From an optimization exercise on the open Yosys and OpenROAD flow, aimed at small area, a short achievable clock period and few clock cycles per item; shortcuts taken in it are not production practice.
In this exercise RTL edits were held to simulation tests only and were not proved equivalent to the original.

## old
## accumulator_alu
module accumulator_alu
(
    input  wire logic                    aclk,
    input  wire logic                    aresetn,
    input  wire logic                    s_tvalid,
    output logic                         s_tready,
    input  wire logic [63:0]         s_tdata,   
    input  wire logic [3:0]          s_tuser,   
    output logic                         m_tvalid,
    input  wire logic                    m_tready,
    output logic      [31:0]         m_tdata,   
    output logic      [0:0]              m_tuser    
);
    localparam int W  = aalu_pkg::DATA_W;
    localparam int CH = aalu_pkg::CHUNK_W;
    localparam int NC = aalu_pkg::N_CHUNK;
    localparam int CW = aalu_pkg::CCNT_W;
    logic [2:0]   state_reg, state_next;
    logic [W-1:0] acc_reg, acc_next;
    logic         mval_reg, mval_next;
    logic         merr_reg, merr_next;
    logic [W-1:0] m_reg, m_next;       
    logic [W-1:0] r_reg, r_next;       
    logic [W-1:0] s_reg, s_next;       
    logic [W-1:0] c_reg, c_next;       
    logic [CW-1:0] dcnt_reg, dcnt_next;  
    logic [4:0]   ecnt_reg, ecnt_next;
    logic [1:0]   ph_reg, ph_next;
    logic         bz_reg, bz_next;
    logic         q0_reg, q0_next;       
    logic         p1_reg, p1_next;       
    logic         dmod_reg, dmod_next;   
    logic         dneg_reg, dneg_next;   
    logic         msign_reg, msign_next;  
    logic [2:0]   act;
    logic [W-1:0] op_a, op_b;
    logic         out_free;
    logic         simple;
    logic         take;
    logic [W-1:0] take_val;
    logic         take_keep;
    logic         take_err;
    assign act      = s_tuser[2:0];
    assign op_a     = s_tuser[3] ? acc_reg : s_tdata[W-1:0];
    assign op_b     = s_tdata[2*W-1:W];
    assign out_free = !mval_reg || m_tready;
    assign simple   = (act == aalu_pkg::ACT_ADD) || (act == aalu_pkg::ACT_SUB)
                   || (act[2:1] == 2'b11)
  ...
Settings: LEC_CHECK=0, CAP_MARGIN=20, CORE_MARGIN=2, CORE_UTILIZATION=40, SETUP_SLACK_MARGIN=0.7, SLEW_MARGIN=20, BUFFER_PORTS_ARGS=-buffer_cell sky130_fd_sc_hd__buf_2; clock period 5.5 ns.
standard.sh (not shown) runs the stock make flow with config.mk's settings and CLKGATE_MAP_FILE= SYNTH_SCRIPT=/design/flow/synth_recipe.tcl, a recipe that flattens the netlist after the stock synthesis.
==> flow/flow/run.sh <==
#!/bin/bash
# The standard layout (standard.sh, all steps to finish), except that the
# input and output ports are buffered with sky130_fd_sc_hd__buf_2 instead of
# the delay buffer (clkdlybuf4s50_1) the resizer picks by default: smaller and
# faster. Everything else, synthesis included, is the standard flow.
set -o pipefail
export BUFFER_PORTS_ARGS="-buffer_cell sky130_fd_sc_hd__buf_2"
echo 'export BUFFER_PORTS_ARGS = -buffer_cell sky130_fd_sc_hd__buf_2' >> config.mk
bash standard.sh > standard.log 2>&1
status=$?
grep -h "input buffers\|output buffers" orfs/logs/*/*/*/3_3_place_gp.log > port_buffers.log 2>&1
exit $status
Testbench counts of old, summed over its fixed seeds: cycles 11,524, items 2,400.
Input changes introduced in new (baseline for comparison: old):
--- a/flow/design.v
+++ b/flow/design.v
@@ -169,12 +169,14 @@
     logic [W-1:0] s_reg, s_next;       
     logic [W-1:0] c_reg, c_next;       
     logic [CW-1:0] dcnt_reg, dcnt_next;  
     logic [4:0]   ecnt_reg, ecnt_next;
     logic [1:0]   ph_reg, ph_next;
     logic         bz_reg, bz_next;
+    logic [4:0]   msbs_reg, msbs_next;   
+    logic [4:0]   msbm_reg, msbm_next;   
     logic         q0_reg, q0_next;       
     logic         p1_reg, p1_next;       
     logic         dmod_reg, dmod_next;   
     logic         dneg_reg, dneg_next;   
     logic         msign_reg, msign_next;  
     logic [2:0]   act;
@@ -231,17 +233,17 @@
     assign al_b   = (state_reg != aalu_pkg::ST_CPA) && (act == aalu_pkg::ACT_MUL) && !(top_a < top_b);
     assign al_src = al_sum ? add_sum[W-1:0] : (al_b ? op_b : op_a);
     assign al_t   = al_sum ? top_cs : (al_b ? top_b : top_a);
     assign al_m   = align(al_src, al_t);
     logic [4:0]   msb_s, msb_m, msb_b;
     logic         nz_s, nz_m, nz_b;
-    logic [5:0]   len_diff;    
+    logic [4:0]   shamt;
     aalu_mlen u_len_s (.value(op_a), .msb(msb_s), .nz(nz_s));
     aalu_mlen u_len_m (.value(op_b), .msb(msb_m), .nz(nz_m));
     aalu_len  u_len_b (.value({1'b0, op_b[W-2:0]}), .msb(msb_b), .nz(nz_b));
-    assign len_diff = {1'b0, msb_s} - {1'b0, msb_m};
+    assign shamt   = msbs_reg - msbm_reg;
     logic [W-1:0] add_x, add_y;
     logic         add_ci;
     logic [W:0]   add_sum;
     logic         st_idle, st_dit, st_dn, st_dfin, st_fin, q0;
     logic         x_en, x_inv, y_c, y_m, y_r;
     logic         dn_neg;
@@ -256,13 +258,14 @@
                            : (st_dfin ? dmod_reg : !(st_idle || st_fin));
     assign x_inv   = st_dn ? dn_neg : (st_dfin && dmod_reg && dneg_reg);
     assign y_c     = !(st_idle || st_dit || st_dn || st_dfin || st_fin);
     assign y_m     = st_dit;
     assign y_r     = st_fin || (st_dfin && !dmod_reg);
     assign add_x   = (s_reg & {W{x_en}}) ^ {W{x_inv}};
-    assign add_y   = (c_reg & {W{y_c}}) | (m_reg & {W{y_m}}) | (r_reg & {W{y_r}});
+    assign add_y   = (c_reg & {W{y_c}}) | (m_reg & {W{y_m}})
+                   | ((r_reg ^ {W{st_dfin && dneg_reg}}) & {W{y_r}});
     assign add_ci  = st_idle || (st_dit && !msign_reg) || (st_dn && dn_neg)
                    || (st_dfin && dneg_reg);
     assign add_sum = {1'b0, add_x} + {1'b0, add_y} + (W+1)'(add_ci);
     always_comb begin
         state_next = state_reg;
         m_next     = m_reg;
@@ -270,12 +273,14 @@
         s_next     = s_reg;
         c_next     = c_reg;
         dcnt_next  = dcnt_reg;
         ecnt_next  = ecnt_reg;
         ph_next    = ph_reg;
         bz_next    = bz_reg;
+        msbs_next  = msbs_reg;
+        msbm_next  = msbm_reg;
         q0_next    = q0_reg;
         p1_next    = p1_reg;
         dmod_next  = dmod_reg;
         dneg_next  = dneg_reg;
         msign_next = msign_reg;
         take       = 1'b0;
@@ -310,14 +315,15 @@
                             state_next = (msb_b == '0 || a_triv) ? aalu_pkg::ST_FIN : aalu_pkg::ST_MD;
                         end
                         default: begin   
                             s_next     = op_a;
                             m_next     = op_b;
                             bz_next    = (op_b == '0);
-                            ecnt_next  = len_diff[4:0];
-                            q0_next    = !nz_s || len_diff[5];
+                            msbs_next  = msb_s;
+                            msbm_next  = msb_m;
+                            q0_next    = !nz_s || msb_s < msb_m;
                             p1_next    = (op_b == W'(1)) || (op_b == {W{1'b1}});
                             dmod_next  = act[2];
                             dneg_next  = act[2] ? op_a[W-1] : (op_a[W-1] ^ op_b[W-1]);
                             msign_next = op_b[W-1];
                             state_next = aalu_pkg::ST_DN;
                         end
@@ -356,28 +362,29 @@
                 end
             end
             aalu_pkg::ST_FIN: begin
                 take     = 1'b1;
             end
             aalu_pkg::ST_DN: begin
-                r_next = {W{dneg_reg}};
+                r_next = '0;
                 if (bz_reg) begin
                     take      = 1'b1;
                     take_keep = 1'b1;
                     take_err  = 1'b1;
                 end else if (q0 || p1_reg) begin
                     take = 1'b1;
                 end else begin
                     s_next     = add_sum[W-1:0];
-                    m_next     = (m_reg << ecnt_reg) ^ {W{!msign_reg}};
+                    m_next     = (m_reg << shamt) ^ {W{!msign_reg}};
+                    ecnt_next  = shamt;
                     state_next = aalu_pkg::ST_DIT;
                 end
             end
             aalu_pkg::ST_DIT: begin
                 if (add_sum[W]) s_next = add_sum[W-1:0];
-                r_next    = {r_reg[W-2:0], add_sum[W] ^ dneg_reg};
+                r_next    = {r_reg[W-2:0], add_sum[W]};
                 m_next    = {1'b1, m_reg[W-1:1]};
                 ecnt_next = ecnt_reg - 5'd1;
                 if (ecnt_reg == '0) state_next = aalu_pkg::ST_DFIN;
             end
             aalu_pkg::ST_DFIN: begin
                 take = 1'b1;
@@ -415,12 +422,14 @@
         s_reg     <= s_next;
         c_reg     <= c_next;
         dcnt_reg  <= dcnt_next;
         ecnt_reg  <= ecnt_next;
         ph_reg    <= ph_next;
         bz_reg    <= bz_next;
+        msbs_reg  <= msbs_next;
+        msbm_reg  <= msbm_next;
         q0_reg    <= q0_next;
         p1_reg    <= p1_next;
         dmod_reg  <= dmod_next;
         dneg_reg  <= dneg_next;
         msign_reg <= msign_next;
     end
[summary]
- Across old and new, none had a timing, DRC or antenna violation.
- new ended up with more standard cells than old.
- From old to new the numbers moved as follows: synthesized cell count saw an increase; first-pass GRT wire length saw an increase.
- Delta(number of buffers inserted by post-CTS setup repair, new - old) < 0
- Going from old to new, number of hold violations in the final report closely matched the old numbers, layout inverter count without the clock tree decreased by 12% relative to the old numbers.
Testbench counts of new, summed over its fixed seeds: cycles 11,524, items 2,400.

[re-timing with driven ports]
Ports are ideal in the flow. The routed layouts listed here were re-timed in OpenROAD. Step 1, drivers: a clkbuf_16 drives aclk and a buf_2 each remaining input, both assumed. Step 2 also shifts input and output timing later by t, the mid clock arrival at the registers, as if the neighbouring blocks saw the same clock. Slacks: no drivers / after step 1 / after step 2; pairs: no drivers / after step 1.
run | shift t [ns] | slack for setup (ns) | worst register clock-pin slew, ns
old | 0.575 | 0.727 / 0.727 / 0.219 | 0.08 / 0.08
new | 0.586 | 0.746 / 0.783 / 0.197 | 0.09 / 0.09
After both steps every run listed still meets setup and hold. The setup slack of new, which loses most, moves by +0.037 ns with the drivers and by -0.549 ns with both steps.
